What follows belongs to an exercise in optimizing a design on an open flow for small area and a short achievable clock period; a production flow would make more cautious choices. Only simulation tests tie the RTL to the original design; equivalence was not proved. Power and IR drop assume default switching activity.

Setup of try-onyx:
Design coproc_top, start of the top module:
module coproc_top (
  input  logic                CLOCK_50,
  input  logic                hps_fpga_reset_n,
  input  logic [word_w-1:0]   in_readdata,
  input  logic                in_waitrequest,
  output logic                in_read,
  output logic [word_w-1:0]   out_writedata,
  output logic                out_write,
  input  logic                out_waitrequest,
  input  logic [2:0]          reset_req,
  output logic                cold_reset,
  output logic                warm_reset,
  output logic                debug_reset,
  output logic [uptime_w-1:0] status_count,
  output logic [led_w-1:0]    ledr
);
Size in the first run: ~1000 cells after synthesis, about 200 flip-flops, roughly 120 I/O pins, ~13000 um^2 of cells after synthesis.
clock: 6.8 ns
lec_check: 0
cap_margin: 20
core_margin: 2
core_utilization: 65
cts_cluster_diameter: 150
cts_cluster_size: 30
setup_slack_margin: 3.7
slew_margin: 20
synth_hierarchical: 1
tns_end_percent: 5
standard.sh (not shown) runs the stock make flow with config.mk's settings and CLKGATE_MAP_FILE= SYNTH_SCRIPT=/design/flow/synth_recipe.tcl, a recipe that flattens the netlist after the stock synthesis.
==> flow/flow/run.sh <==
#!/bin/bash
# Layout flow: the standard ORFS flow, with the port buffers that the
# placement step inserts made from sky130_fd_sc_hd__buf_1, which the timing
# repair may then resize, instead of the delay-cell buffer the resizer picks.
set -euo pipefail
bash standard.sh "BUFFER_PORTS_ARGS=-buffer_cell sky130_fd_sc_hd__buf_1" finish > orfs_make.log 2>&1
Setup changes, try-onyx to try-lagoon
# try-onyx
export LEC_CHECK = 0
export CAP_MARGIN = 20
export CORE_MARGIN = 2
export CORE_UTILIZATION = 65
export CTS_CLUSTER_DIAMETER = 150
export CTS_CLUSTER_SIZE = 30
export SETUP_SLACK_MARGIN = 3.7
export SLEW_MARGIN = 20
export SYNTH_HIERARCHICAL = 1
export TNS_END_PERCENT = 5
create_clock -name core_clock -period 6.8 [get_ports {CLOCK_50}]
# try-lagoon
export LEC_CHECK = 0
export CAP_MARGIN = 20
export CORE_MARGIN = 2
export CORE_UTILIZATION = 75
export CTS_CLUSTER_DIAMETER = 100
export CTS_CLUSTER_SIZE = 24
export SETUP_SLACK_MARGIN = 3.7
export SLEW_MARGIN = 20
export SYNTH_HIERARCHICAL = 1
create_clock -name core_clock -period 6.8 [get_ports {CLOCK_50}]
Findings:
No stage failed in try-lagoon, and the final checks on the layout all came back clean. On hold slack, try-onyx beats try-lagoon. Between try-lagoon and try-onyx, met2 layer usage reported by global route is higher for try-lagoon, try-onyx comes in under that. try-onyx has a lower post-route cell area than try-lagoon. For met3 wire length, dividing the value from try-onyx by the value from try-lagoon gives 0.74. When try-lagoon is measured against try-onyx, its timing-limited maximum frequency turns out 0.33% higher. In try-lagoon relative to try-onyx, final-layout fill cell count had gone down by more than a quarter. Higher first-pass GRT wire length was reported by try-lagoon, not try-onyx.
### try-lagoon -> try-violet
# try-lagoon
export LEC_CHECK = 0
export CAP_MARGIN = 20
export CORE_MARGIN = 2
export CORE_UTILIZATION = 75
export CTS_CLUSTER_DIAMETER = 100
export CTS_CLUSTER_SIZE = 24
export SETUP_SLACK_MARGIN = 3.7
export SLEW_MARGIN = 20
export SYNTH_HIERARCHICAL = 1
create_clock -name core_clock -period 6.8 [get_ports {CLOCK_50}]
# try-violet
export LEC_CHECK = 0
export CAP_MARGIN = 20
export CORE_MARGIN = 2
export CORE_UTILIZATION = 60
export CTS_CLUSTER_DIAMETER = 150
export CTS_CLUSTER_SIZE = 30
export SETUP_SLACK_MARGIN = 3.74
export SLEW_MARGIN = 20
export SYNTH_HIERARCHICAL = 1
export TNS_END_PERCENT = 5
create_clock -name core_clock -period 6.8 [get_ports {CLOCK_50}]
==> flow/flow/run.sh <==
#!/bin/bash
# Layout flow: the standard ORFS flow, with two changes:
# - the port buffers that the placement step inserts are made from
#   sky130_fd_sc_hd__buf_1, which the timing repair may then resize, instead of
#   the delay-cell buffer the resizer picks;
# - the pins of the one combinational port-to-port path (in_waitrequest,
#   out_waitrequest -> in_read) are placed next to each other.
set -euo pipefail
bash standard.sh "BUFFER_PORTS_ARGS=-buffer_cell sky130_fd_sc_hd__buf_1" \
  "PLACE_PINS_ARGS=-group_pins {in_waitrequest out_waitrequest in_read}" \
  finish > orfs_make.log 2>&1
[summary]
Going from try-lagoon to try-violet, upper clock frequency limit grows by about 1%. try-lagoon and try-violet ended up with roughly the same flip-flop and latch power. Of try-lagoon and try-violet, try-violet shows the higher post-cts gate resize count, with try-lagoon below it. NOTE: met1 demand-to-capacity share in global routing in try-violet falls short of that of try-lagoon. Note that the via density per instance recorded for try-violet amounts to 0.935 times the value seen in try-lagoon.

---

red:
Starting RTL as in the previous note.
==> flow/config.mk <==
export PLATFORM = sky130hd
export DESIGN_NAME = coproc_top
export DESIGN_NICKNAME = coproc_top
export VERILOG_FILES = /design/flow/design.v
export SDC_FILE = /design/flow/constraint.sdc
export NUM_CORES = 4
export LEC_CHECK = 0
export CAP_MARGIN = 20
export CORE_MARGIN = 2
export CORE_UTILIZATION = 55
export CTS_CLUSTER_DIAMETER = 100
export CTS_CLUSTER_SIZE = 24
export SETUP_SLACK_MARGIN = 3.7
export SLEW_MARGIN = 20
export SYNTH_HIERARCHICAL = 1
==> flow/constraint.sdc <==
create_clock -name core_clock -period 6.8 [get_ports {CLOCK_50}]
set_input_delay 1.3600 -clock core_clock [delete_from_list [all_inputs] [get_ports {CLOCK_50}]]
set_output_delay 1.3600 -clock core_clock [all_outputs]
set_load 0.01 [all_outputs]
==> flow/flow/run.sh <==
#!/bin/bash
# Layout flow: the standard ORFS flow, with the port buffers that the
# placement step inserts made from sky130_fd_sc_hd__buf_1, which the timing
# repair may then resize, instead of the delay-cell buffer the resizer picks.
set -euo pipefail
bash standard.sh "BUFFER_PORTS_ARGS=-buffer_cell sky130_fd_sc_hd__buf_1" finish > orfs_make.log 2>&1
Looking at the reports, red completed the entire flow and the layout it produced met the timing, design-rule and antenna checks.
> inputs changed (red -> blue)
--- a/flow/config.mk
+++ b/flow/config.mk
@@ -9,5 +9,5 @@
 export CORE_MARGIN = 2
-export CORE_UTILIZATION = 55
-export CTS_CLUSTER_DIAMETER = 100
-export CTS_CLUSTER_SIZE = 24
+export CORE_UTILIZATION = 60
+export CTS_CLUSTER_DIAMETER = 150
+export CTS_CLUSTER_SIZE = 30
 export SETUP_SLACK_MARGIN = 3.7
@@ -15 +15,2 @@
 export SYNTH_HIERARCHICAL = 1
+export TNS_END_PERCENT = 0
Findings:
Non-clock buffer instance count of the final layout (higher): red. On setup slack of the critical path after layout, the higher figure sits with red, not blue. blue reports a higher worst hold slack than red does. Between red and blue, the setup skew after layout is higher for red. In the tables for red and blue, row count reads higher with red. Taking red as the reference point, the normalized max-slew margin of blue falls by 17 points. blue reports its worst setup path category as in2out while red reports reg2reg. Delta (blue minus red): highest attainable clock frequency down 1.8 MHz, final core utilization up 3.2 points. blue: cell area after layout is 3.1% lower than what red reported.
Input changes introduced in green (baseline for comparison: blue):
==> flow/flow/run.sh <==
#!/bin/bash
# Layout flow: the standard ORFS flow, with the port buffers that the
# placement step inserts made from sky130_fd_sc_hd__buf_1, which the timing
# repair may then resize, instead of the delay-cell buffer the resizer picks;
# and with ORFS's power recovery after global routing, which downsizes gates
# on paths that keep positive slack.
set -euo pipefail
bash standard.sh "BUFFER_PORTS_ARGS=-buffer_cell sky130_fd_sc_hd__buf_1" RECOVER_POWER=100 finish > orfs_make.log 2>&1
--- a/flow/config.mk
+++ b/flow/config.mk
@@ -9,3 +9,3 @@
 export CORE_MARGIN = 2
-export CORE_UTILIZATION = 60
+export CORE_UTILIZATION = 65
 export CTS_CLUSTER_DIAMETER = 150
@@ -15,2 +15 @@
 export SYNTH_HIERARCHICAL = 1
-export TNS_END_PERCENT = 0
### Flow results
green: complete, dirty (max-capacitance violations, max-slew violations)
Going from blue to green, the die area was shrunk.
The lower clock share of power of green and blue is in green.
Diff green and blue: maximum operating frequency lower in green
Re core outline area: green and blue aren't equal, and the higher value belongs to blue.
Leakage power figure: green > blue
Looking at part of the power in registers, green sits 1.1 points below blue.
Floorplan die width in green is about 4% lower than in blue
Changes in orange relative to green:
==> flow/flow/run.sh <==
#!/bin/bash
# Layout flow: the standard ORFS flow, with the port buffers that the
# placement step inserts made from sky130_fd_sc_hd__buf_1, which the timing
# repair may then resize, instead of the delay-cell buffer the resizer picks.
set -euo pipefail
bash standard.sh "BUFFER_PORTS_ARGS=-buffer_cell sky130_fd_sc_hd__buf_1" finish > orfs_make.log 2>&1
--- a/flow/config.mk
+++ b/flow/config.mk
@@ -9,3 +9,3 @@
 export CORE_MARGIN = 2
-export CORE_UTILIZATION = 65
+export CORE_UTILIZATION = 55
 export CTS_CLUSTER_DIAMETER = 150
Notes after the runs:
orange: all stages complete, timing, DRC and antenna checks passed
In green the implementation ran to completion but is not tape-out ready, as the final checks report max-capacitance violations, max-slew violations.
Sort green and orange by via count, ascending, and orange comes first.
The lower post-layout minimum cycle time came out of orange.
Compared with green, orange shows first-pass GRT wire length higher by 2.8%.
Worst setup slack before clock tree synthesis on orange is behind green.
The maximum resistive drop on vdd in orange is 1.3 times that in green.
Taking green as the reference, in orange total placed cells including tap cells climbed 3.7%, share of flip-flops with an asynchronous set or reset after synthesis barely changed, share of power burned in registers dropped 0.5 points.
### orange -> purple
--- a/flow/config.mk
+++ b/flow/config.mk
@@ -9,5 +9,6 @@
 export CORE_MARGIN = 2
-export CORE_UTILIZATION = 55
+export CORE_UTILIZATION = 65
 export CTS_CLUSTER_DIAMETER = 150
 export CTS_CLUSTER_SIZE = 30
+export PLACE_DENSITY = 0.75
 export SETUP_SLACK_MARGIN = 3.7
Notes after the runs:
Across purple and orange, none had a timing, DRC or antenna violation. Met2 track utilization from global routing (lower): orange. Going from orange to purple, the fraction of standard cell area that is sequential was found to have gone up by 0.81 points. orange fits on a die that is larger than the die of purple. Diff orange -> purple: routed via count divided by cell count moved up; switching power share of the total was more or less identical; final-layout clock buffer total lost 1; total via count after detailed routing saw an increase; routed wire length decreased about 3.6%. Per the comparison of purple with orange, design area went down about 2%, number of buffers other than clock buffers in the final layout went down 18.

## separate check: timing with driven ports
How much do the figures lean on ideal ports? The routed layouts below were timed once more, with nothing changed but the port constraints. Step 1: set_driving_cell puts a clkbuf_16 on CLOCK_50 and a buf_2 on each other input, an assumption about the parent block. Step 2 adds t to the input delays and takes it off the output delays; t is the mean of the earliest and latest rising clock arrival at the registers after step 1. Input paths then give back, and output paths get back, about the clock's delay inside the block. Slacks: no drivers / after step 1 / after step 2; pairs: no drivers / after step 1.
run | shift t [ns] | setup WS [ns] | worst setup path at the end | slew at the worst register clock pin (ns) | worst data-port slew with drivers (ns)
try-onyx | 0.514 | 3.680 / 3.680 / 3.674 | input to register | 0.11 / 0.11 | 0.03
try-lagoon | 0.513 | 3.690 / 3.677 / 3.164 | input to register | 0.10 / 0.10 | 0.07
try-violet | 0.515 | 3.722 / 3.720 / 3.720 | input to output | 0.12 / 0.12 | 0.04
red | 0.520 | 3.726 / 3.715 / 3.715 | input to output | 0.09 / 0.09 | 0.05
blue | 0.520 | 3.708 / 3.689 / 3.491 | input to register | 0.11 / 0.11 | 0.03
green | 0.516 | 2.357 / 2.384 / 1.868 | input to register | 0.11 / 0.11 | 0.03
orange | 0.526 | 3.724 / 3.715 / 3.715 | input to output | 0.12 / 0.12 | 0.05
purple | 0.512 | 3.705 / 3.679 / 3.679 | input to output | 0.11 / 0.11 | 0.04
The setup slack of try-lagoon, which loses most, moves by -0.013 ns with the drivers and by -0.526 ns with both steps.
